Source: an optimization exercise on an open RTL-to-GDS flow (aim: small area and a short achievable clock period). Production flows keep margins and buffers that such runs may drop.
Where RTL was checked, it was by simulation tests only, not by an equivalence proof against the original.
Power figures rest on the tool's default switching activity, not on a simulated workload.

the baseline:
==> flow/design.v <==
package cmp_pkg;
    localparam int OPERAND_WIDTH = 512;
    localparam int GROUP_WIDTH = 32;
    localparam int NUM_GROUPS = OPERAND_WIDTH / GROUP_WIDTH;
    localparam int NUM_GROUPS2 = 4;
    localparam int LEAF_WIDTH = 1;
    localparam int PIPE_LATENCY = 4;
    function automatic bit odd_log2(input int n);
        bit r;
        r = 1'b0;
        for (int k = n; k > 1; k = k / 2) begin
            r = ~r;
        end
        odd_log2 = r;
    endfunction
    typedef struct packed {
        logic [OPERAND_WIDTH-1:0] a;
        logic [OPERAND_WIDTH-1:0] b;
    } operand_pair_t;
    typedef struct packed {
        logic gt;
        logic eq;
        logic lt;
    } cmp_flags_t;
    typedef union packed {
        logic [2:0] code;
        cmp_flags_t flags;
    } cmp_result_u;
endpackage
`timescale 1ns/1ps
module operand_capture (
    input  cmp_pkg::operand_pair_t                operands,
    output logic [cmp_pkg::NUM_GROUPS-1:0]        gt_c,
    output logic [cmp_pkg::NUM_GROUPS-1:0]        ge_c
);
    localparam int GW = cmp_pkg::GROUP_WIDTH;
    for (genvar g = 0; g < cmp_pkg::NUM_GROUPS; g++) begin : g_grp
        group_select #(.W(GW), .LW(cmp_pkg::LEAF_WIDTH)) i_grp (
            .a    (operands.a[g*GW +: GW]),
            .b    (operands.b[g*GW +: GW]),
            .gt_o (gt_c[g]),
            .ge_o (ge_c[g])
        );
    end
endmodule
`timescale 1ns/1ps
module cmp_leaf #(
    parameter int W = 1
) (
    input  logic [W-1:0] a,
    input  logic [W-1:0] b,
    output logic         gt_n,
    output logic         ge_n
);
    assign gt_n = ~(a > b);
    assign ge_n = ~(a >= b);
endmodule
module cmp_node #(
    parameter bit INV_IN = 1'b0
) (
    input  logic gt_h,
    input  logic ge_h,
    input  logic gt_l,
    input  logic ge_l,
    output logic gt_o,
    output logic ge_o
);
    if (INV_IN) begin : g_inv
        assign gt_o = ~(gt_h & (ge_h | gt_l));
        assign ge_o = ~(gt_h & (ge_h | ge_l));
    end else begin : g_true
        assign gt_o = ~(gt_h | (ge_h & gt_l));
        assign ge_o = ~(gt_h | (ge_h & ge_l));
    end
endmodule
module gp_tree #(
    parameter int N      = 2,
    parameter bit INV_IN = 1'b0
) (
    input  logic [N-1:0] gt_in,
    input  logic [N-1:0] ge_in,
    output logic         gt_out,
    output logic         ge_out
);
    if (N == 2) begin : g_pair
        cmp_node #(.INV_IN(INV_IN)) i_node (
            .gt_h (gt_in[1]),
            .ge_h (ge_in[1]),
            .gt_l (gt_in[0]),
            .ge_l (ge_in[0]),
            .gt_o (gt_out),
            .ge_o (ge_out)
        );
    end else begin : g_split
        localparam int H = N / 2;
        localparam bit INV_MID = INV_IN ^ cmp_pkg::odd_log2(H);
        logic gt_hi, ge_hi, gt_lo, ge_lo;
        gp_tree #(.N(H), .INV_IN(INV_IN)) i_hi (
            .gt_in  (gt_in[N-1:H]),
            .ge_in  (ge_in[N-1:H]),
            .gt_out (gt_hi),
            .ge_out (ge_hi)
        );
        gp_tree #(.N(H), .INV_IN(INV_IN)) i_lo (
            .gt_in  (gt_in[H-1:0]),
            .ge_in  (ge_in[H-1:0]),
            .gt_out (gt_lo),
            .ge_out (ge_lo)
        );
        cmp_node #(.INV_IN(INV_MID)) i_node (
            .gt_h (gt_hi),
            .ge_h (ge_hi),
            .gt_l (gt_lo),
            .ge_l (ge_lo),
            .gt_o (gt_out),
            .ge_o (ge_out)
        );
    end
endmodule
`timescale 1ns/1ps
module group_select #(
    parameter int W  = 8,
    parameter int LW = 1
) (
    input  logic [W-1:0] a,
    input  logic [W-1:0] b,
    output logic         gt_o,
    output logic         ge_o
);
    localparam int NL = W / LW;
    logic [NL-1:0] gt_n, ge_n;
    for (genvar i = 0; i < NL; i++) begin : g_leaf
        cmp_leaf #(.W(LW)) i_leaf (
            .a    (a[LW*i +: LW]),
            .b    (b[LW*i +: LW]),
            .gt_n (gt_n[i]),
            .ge_n (ge_n[i])
        );
    end
    gp_tree #(.N(NL), .INV_IN(1'b1)) i_tree (
        .gt_in  (gt_n),
        .ge_in  (ge_n),
        .gt_out (gt_o),
        .ge_out (ge_o)
    );
endmodule
`timescale 1ns/1ps
module result_encode (
    input  logic                 gt,
    input  logic                 ge,
    output cmp_pkg::cmp_result_u code
);
    always_comb begin
        code.flags.gt = gt;
        code.flags.eq = ge & ~gt;
        code.flags.lt = ~ge;
    end
endmodule
`timescale 1ns/1ps
module comparator_512bit (
    input  logic                   clk,
    input  logic                   reset,
    input  logic                   in_valid,
    input  cmp_pkg::operand_pair_t operands,
    output logic                   result_valid,
    output cmp_pkg::cmp_result_u   result
);
    localparam int NG  = cmp_pkg::NUM_GROUPS;
    localparam int NG2 = cmp_pkg::NUM_GROUPS2;
    localparam int S2  = NG / NG2;
    localparam bit INV1 = ~cmp_pkg::odd_log2(cmp_pkg::GROUP_WIDTH / cmp_pkg::LEAF_WIDTH);
    localparam bit INV2 = INV1 ^ cmp_pkg::odd_log2(S2);
    localparam bit INV3 = INV2 ^ cmp_pkg::odd_log2(NG2);
    logic           v1, v2, v3;
    logic [NG-1:0]  gt1_c, ge1_c;
    logic [NG-1:0]  gt1, ge1;
    logic [NG2-1:0] gt2_c, ge2_c;
    logic [NG2-1:0] gt2, ge2;
    logic           gt3_c, ge3_c;
    logic           gt3, ge3;
    cmp_pkg::cmp_result_u code_c;
    operand_capture i_operand_capture (
        .operands (operands),
        .gt_c     (gt1_c),
        .ge_c     (ge1_c)
    );
    always_ff @(posedge clk) begin
        if (reset) v1 <= 1'b0;
        else       v1 <= in_valid;
        gt1 <= gt1_c;
        ge1 <= ge1_c;
    end
    for (genvar g = 0; g < NG2; g++) begin : g_stage2
        gp_tree #(.N(S2), .INV_IN(INV1)) i_tree (
            .gt_in  (gt1[g*S2 +: S2]),
            .ge_in  (ge1[g*S2 +: S2]),
            .gt_out (gt2_c[g]),
            .ge_out (ge2_c[g])
        );
    end
    always_ff @(posedge clk) begin
        if (reset) v2 <= 1'b0;
        else       v2 <= v1;
        gt2 <= gt2_c;
        ge2 <= ge2_c;
    end
    gp_tree #(.N(NG2), .INV_IN(INV2)) i_stage3 (
        .gt_in  (gt2),
        .ge_in  (ge2),
        .gt_out (gt3_c),
        .ge_out (ge3_c)
    );
    always_ff @(posedge clk) begin
        if (reset) v3 <= 1'b0;
        else       v3 <= v2;
        gt3 <= gt3_c ^ INV3;
        ge3 <= ge3_c ^ INV3;
    end
    result_encode i_result_encode (
        .gt   (gt3),
        .ge   (ge3),
        .code (code_c)
    );
    always_ff @(posedge clk) begin
        if (reset) begin
            result_valid <= 1'b0;
            result.code  <= 3'b000;
        end else begin
            result_valid <= v3;
            if (v3) begin
                result <= code_c;
            end
        end
    end
endmodule
clock: 2.8 ns
lec_check: 0
cap_margin: 20
core_area: 4 4 316 316
die_area: 0 0 320 320
setup_slack_margin: 1.2
slew_margin: 20
synth_hierarchical: 1
standard.sh (not shown) runs the stock make flow with config.mk's settings and CLKGATE_MAP_FILE= SYNTH_SCRIPT=/design/flow/synth_recipe.tcl, a recipe that flattens the netlist after the stock synthesis.
==> flow/flow/run.sh <==
#!/bin/bash
# Standard layout, with three changes: the port buffers are the smallest buffer, the
# combinational cells start at their smallest size before floorplanning, and the operand
# pins are placed in runs of positions along the die edge.
set -uo pipefail
HERE=$(pwd)
export BUFFER_PORTS_ARGS="-buffer_cell sky130_fd_sc_hd__buf_1"
export PRE_FLOORPLAN_TCL="$HERE/flow/downsize.tcl"
export PRE_IO_PLACEMENT_TCL="$HERE/flow/io.tcl"
bash standard.sh > "$HERE/standard.log" 2>&1
==> flow/flow/downsize.tcl <==
# Set every combinational cell from synthesis to its smallest drive strength;
# the resizer steps of the flow size up again only where timing, slew or load need it.
set db [ord::get_db]
set n 0
foreach inst [[ord::get_db_block] getInsts] {
  set name [[$inst getMaster] getName]
  if {![regexp {^(sky130_fd_sc_hd__([a-z0-9]+))_([0-9]+)$} $name -> base fn size]} { continue }
  if {[regexp {^(df|dl|sdf|edf|sed|tap|fill|decap|conb|diode)} $fn]} { continue }
  if {$size <= 1} { continue }
  set small [$db findMaster ${base}_1]
  if {$small eq "NULL" || $small eq ""} { continue }
  $inst swapMaster $small
  incr n
}
puts "downsize: $n cells set to drive strength 1"
==> flow/flow/io.tcl <==
# Operand positions in runs of 32: each run's 64 pins (a and b bit of a position side by
# side, positions in order) sit together on one stretch of the die edge, so the comparison
# tree of a run can be placed next to its pins.
set die [ord::get_die_area]
set w [expr {[lindex $die 2] - [lindex $die 0]}]
set h [expr {[lindex $die 3] - [lindex $die 1]}]
# runs per edge: bottom, right, top, left
set edges {bottom right top left}
set counts {5 3 5 3}
set g 0
foreach edge $edges n $counts {
  set len [expr {($edge eq "bottom" || $edge eq "top") ? $w : $h}]
  set step [expr {($len - 10.0) / $n}]
  for {set k 0} {$k < $n} {incr k} {
    set lo [expr {5.0 + $k * $step}]
    set hi [expr {$lo + $step}]
    set pins {}
    for {set i [expr {$g * 32}]} {$i < [expr {$g * 32 + 32}]} {incr i} {
      lappend pins "operands\[[expr {512 + $i}]\]" "operands\[$i\]"
    }
    set_io_pin_constraint -pin_names $pins -region $edge:$lo-$hi
    set_io_pin_constraint -group -order -pin_names $pins
    incr g
  }
}
Edits applied to the flow inputs when going from the baseline to the candidate:
--- a/flow/design.v
+++ b/flow/design.v
@@ -1,10 +1,9 @@
 package cmp_pkg;
     localparam int OPERAND_WIDTH = 512;
     localparam int GROUP_WIDTH = 32;
     localparam int NUM_GROUPS = OPERAND_WIDTH / GROUP_WIDTH;
-    localparam int NUM_GROUPS2 = 4;
     localparam int LEAF_WIDTH = 1;
     localparam int PIPE_LATENCY = 4;
     function automatic bit odd_log2(input int n);
         bit r;
         r = 1'b0;
@@ -163,23 +162,19 @@
     input  logic                   in_valid,
     input  cmp_pkg::operand_pair_t operands,
     output logic                   result_valid,
     output cmp_pkg::cmp_result_u   result
 );
-    localparam int NG  = cmp_pkg::NUM_GROUPS;
-    localparam int NG2 = cmp_pkg::NUM_GROUPS2;
-    localparam int S2  = NG / NG2;
+    localparam int NG = cmp_pkg::NUM_GROUPS;
     localparam bit INV1 = ~cmp_pkg::odd_log2(cmp_pkg::GROUP_WIDTH / cmp_pkg::LEAF_WIDTH);
-    localparam bit INV2 = INV1 ^ cmp_pkg::odd_log2(S2);
-    localparam bit INV3 = INV2 ^ cmp_pkg::odd_log2(NG2);
-    logic           v1, v2, v3;
-    logic [NG-1:0]  gt1_c, ge1_c;
-    logic [NG-1:0]  gt1, ge1;
-    logic [NG2-1:0] gt2_c, ge2_c;
-    logic [NG2-1:0] gt2, ge2;
-    logic           gt3_c, ge3_c;
-    logic           gt3, ge3;
+    localparam bit INV2 = INV1 ^ cmp_pkg::odd_log2(NG);
+    logic          v1, v2, v3;
+    logic [NG-1:0] gt1_c, ge1_c;
+    logic [NG-1:0] gt1, ge1;
+    logic          gt2_c, ge2_c;
+    logic          gt2, ge2;
+    logic          gt3, ge3;
     cmp_pkg::cmp_result_u code_c;
     operand_capture i_operand_capture (
         .operands (operands),
         .gt_c     (gt1_c),
         .ge_c     (ge1_c)
@@ -188,35 +183,27 @@
         if (reset) v1 <= 1'b0;
         else       v1 <= in_valid;
         gt1 <= gt1_c;
         ge1 <= ge1_c;
     end
-    for (genvar g = 0; g < NG2; g++) begin : g_stage2
-        gp_tree #(.N(S2), .INV_IN(INV1)) i_tree (
-            .gt_in  (gt1[g*S2 +: S2]),
-            .ge_in  (ge1[g*S2 +: S2]),
-            .gt_out (gt2_c[g]),
-            .ge_out (ge2_c[g])
-        );
-    end
+    gp_tree #(.N(NG), .INV_IN(INV1)) i_stage2 (
+        .gt_in  (gt1),
+        .ge_in  (ge1),
+        .gt_out (gt2_c),
+        .ge_out (ge2_c)
+    );
     always_ff @(posedge clk) begin
         if (reset) v2 <= 1'b0;
         else       v2 <= v1;
-        gt2 <= gt2_c;
-        ge2 <= ge2_c;
-    end
-    gp_tree #(.N(NG2), .INV_IN(INV2)) i_stage3 (
-        .gt_in  (gt2),
-        .ge_in  (ge2),
-        .gt_out (gt3_c),
-        .ge_out (ge3_c)
-    );
+        gt2 <= gt2_c ^ INV2;
+        ge2 <= ge2_c ^ INV2;
+    end
     always_ff @(posedge clk) begin
         if (reset) v3 <= 1'b0;
         else       v3 <= v2;
-        gt3 <= gt3_c ^ INV3;
-        ge3 <= ge3_c ^ INV3;
+        gt3 <= gt2;
+        ge3 <= ge2;
     end
     result_encode i_result_encode (
         .gt   (gt3),
         .ge   (ge3),
         .code (code_c)
Notes after the runs:
- The candidate completed every stage of the flow, and the final layout passed the timing, design-rule and antenna checks.
- Cell area (the candidate over the baseline): decrease, 0.59%
- The candidate vs. the baseline: share of total power in the clock network went up by 0.4 points.
- [compare] base=the baseline new=the candidate: combinational group share of total power went up 1.5 points; final cell count closely matched the old numbers; worst slew slack as a fraction of its limit higher.
- When the candidate is set beside the baseline, its number of gates on the worst path with buffers counted turns out to be 3 larger.
- Number of instances in the synthesized netlist delta (the candidate -> the baseline): insignificant
- Comparing the candidate with the baseline, the buffering overhead came out essentially unchanged.
- The candidate vs. the baseline: register share of total power went down by 1.9 points.
- Taking the baseline as the reference point, the final critical path time including I/O delays and setup of the candidate rises by 51 ps.
- The total wire length after detailed routing of the candidate exceeds that of the baseline by 0.54%.
- Changes observed in the candidate relative to the baseline: clock sink count shrank by 6, final worst hold slack shrank by 110 ps.


RTL: the design.v shown in full above, as it stands there.
Settings: LEC_CHECK=0, CAP_MARGIN=20, CORE_AREA=4 4 316 316, DIE_AREA=0 0 320 320, SETUP_SLACK_MARGIN=1.2, SLEW_MARGIN=20, SYNTH_HIERARCHICAL=1; clock period 2.8 ns.
==> flow/flow/run.sh <==
#!/bin/bash
# Standard layout, with these changes: the port buffers are the smallest buffer, except that
# the output ports get a stronger buffer and stronger registers after global placement, the
# combinational cells start at their smallest size before floorplanning, and the operand
# pins are placed in runs of positions along the die edge.
set -uo pipefail
HERE=$(pwd)
export BUFFER_PORTS_ARGS="-buffer_cell sky130_fd_sc_hd__buf_1"
export POST_GLOBAL_PLACE_TCL="$HERE/flow/outbuf.tcl"
export PRE_FLOORPLAN_TCL="$HERE/flow/downsize.tcl"
export PRE_IO_PLACEMENT_TCL="$HERE/flow/io.tcl"
bash standard.sh > "$HERE/standard.log" 2>&1
==> flow/flow/outbuf.tcl <==
# The output ports are due early in the cycle: give their port buffers and the registers
# that drive them a stronger drive (same cells, larger size; placement legalizes after).
set db [ord::get_db]
set block [ord::get_db_block]
set ff4 [$db findMaster sky130_fd_sc_hd__dfxtp_4]
set buf4 [$db findMaster sky130_fd_sc_hd__buf_4]
foreach bt [$block getBTerms] {
  if {[$bt getIoType] ne "OUTPUT"} { continue }
  set buf ""
  foreach it [[$bt getNet] getITerms] {
    if {[$it isOutputSignal]} { set buf [$it getInst] }
  }
  if {$buf eq ""} { continue }
  if {[[$buf getMaster] getName] eq "sky130_fd_sc_hd__buf_1"} {
    $buf swapMaster $buf4
    puts "outbuf: [$buf getName] set to buf_4"
  }
  foreach it [$buf getITerms] {
    if {![$it isInputSignal]} { continue }
    foreach d [[$it getNet] getITerms] {
      if {![$d isOutputSignal]} { continue }
      set ff [$d getInst]
      if {[[$ff getMaster] getName] eq "sky130_fd_sc_hd__dfxtp_1"} {
        $ff swapMaster $ff4
        puts "outbuf: [$ff getName] set to dfxtp_4"
      }
    }
  }
}
Scripts as last shown in full above: flow/flow/downsize.tcl, flow/flow/io.tcl
==> next run, changes <==
--- a/flow/design.v
+++ b/flow/design.v
@@ -1,8 +1,8 @@
 package cmp_pkg;
     localparam int OPERAND_WIDTH = 512;
-    localparam int GROUP_WIDTH = 32;
+    localparam int GROUP_WIDTH = 16;
     localparam int NUM_GROUPS = OPERAND_WIDTH / GROUP_WIDTH;
     localparam int NUM_GROUPS2 = 4;
     localparam int LEAF_WIDTH = 1;
     localparam int PIPE_LATENCY = 4;
     function automatic bit odd_log2(input int n);
The new run finished with timing, DRC and antenna clean.
Non-clock buffer count came out higher by 4.
Wire length came out higher by a few percent.
Count of clock-buffer cells in the layout came out higher by 4.
Global-route usage came out higher by 0.16 points.
Setup slack got worse by 0.073 ns.
Via count came out higher by a few percent.
Die area is unchanged.
Fmax came out lower by a few percent.
Function not checked in the second run of this note: the RTL went through the layout flow alone.

[port drivers added, routing unchanged]
The results above use ideal ports. As a check the final layouts listed here were re-extracted and re-timed, cells and wires unchanged. Step 1 sets driving cells, clkbuf_16 on the clock port and buf_2 on the other inputs (assumed; they add their load-dependent delay and slew). Step 2 adds t to the input delays and takes it off the output delays; t is the mean of the earliest and latest rising clock arrival at the registers after step 1. Input paths then give back, and output paths get back, about the clock's delay inside the block. Three values: no drivers, after step 1, after step 2; two values: the first two.
run | t (ns) | setup slack, ns | latest minus earliest clock arrival (ns) | worst data-port slew with drivers (ns)
the baseline | 0.378 | 1.408 / 1.359 / 1.102 | 0.007 / 0.006 | 0.06
the candidate | 0.377 | 1.358 / 1.358 / 1.023 | 0.015 / 0.015 | 0.11
the first run of note 2 | 0.381 | 1.430 / 1.379 / 1.103 | 0.009 / 0.010 | 0.06
the second run of note 2 | 0.424 | 1.358 / 1.310 / 1.276 | 0.015 / 0.015 | 0.06
After both steps every run listed still meets setup and hold. For the candidate, which loses most, drivers alone change the setup slack by 0.000 ns; drivers and shift together by -0.335 ns.
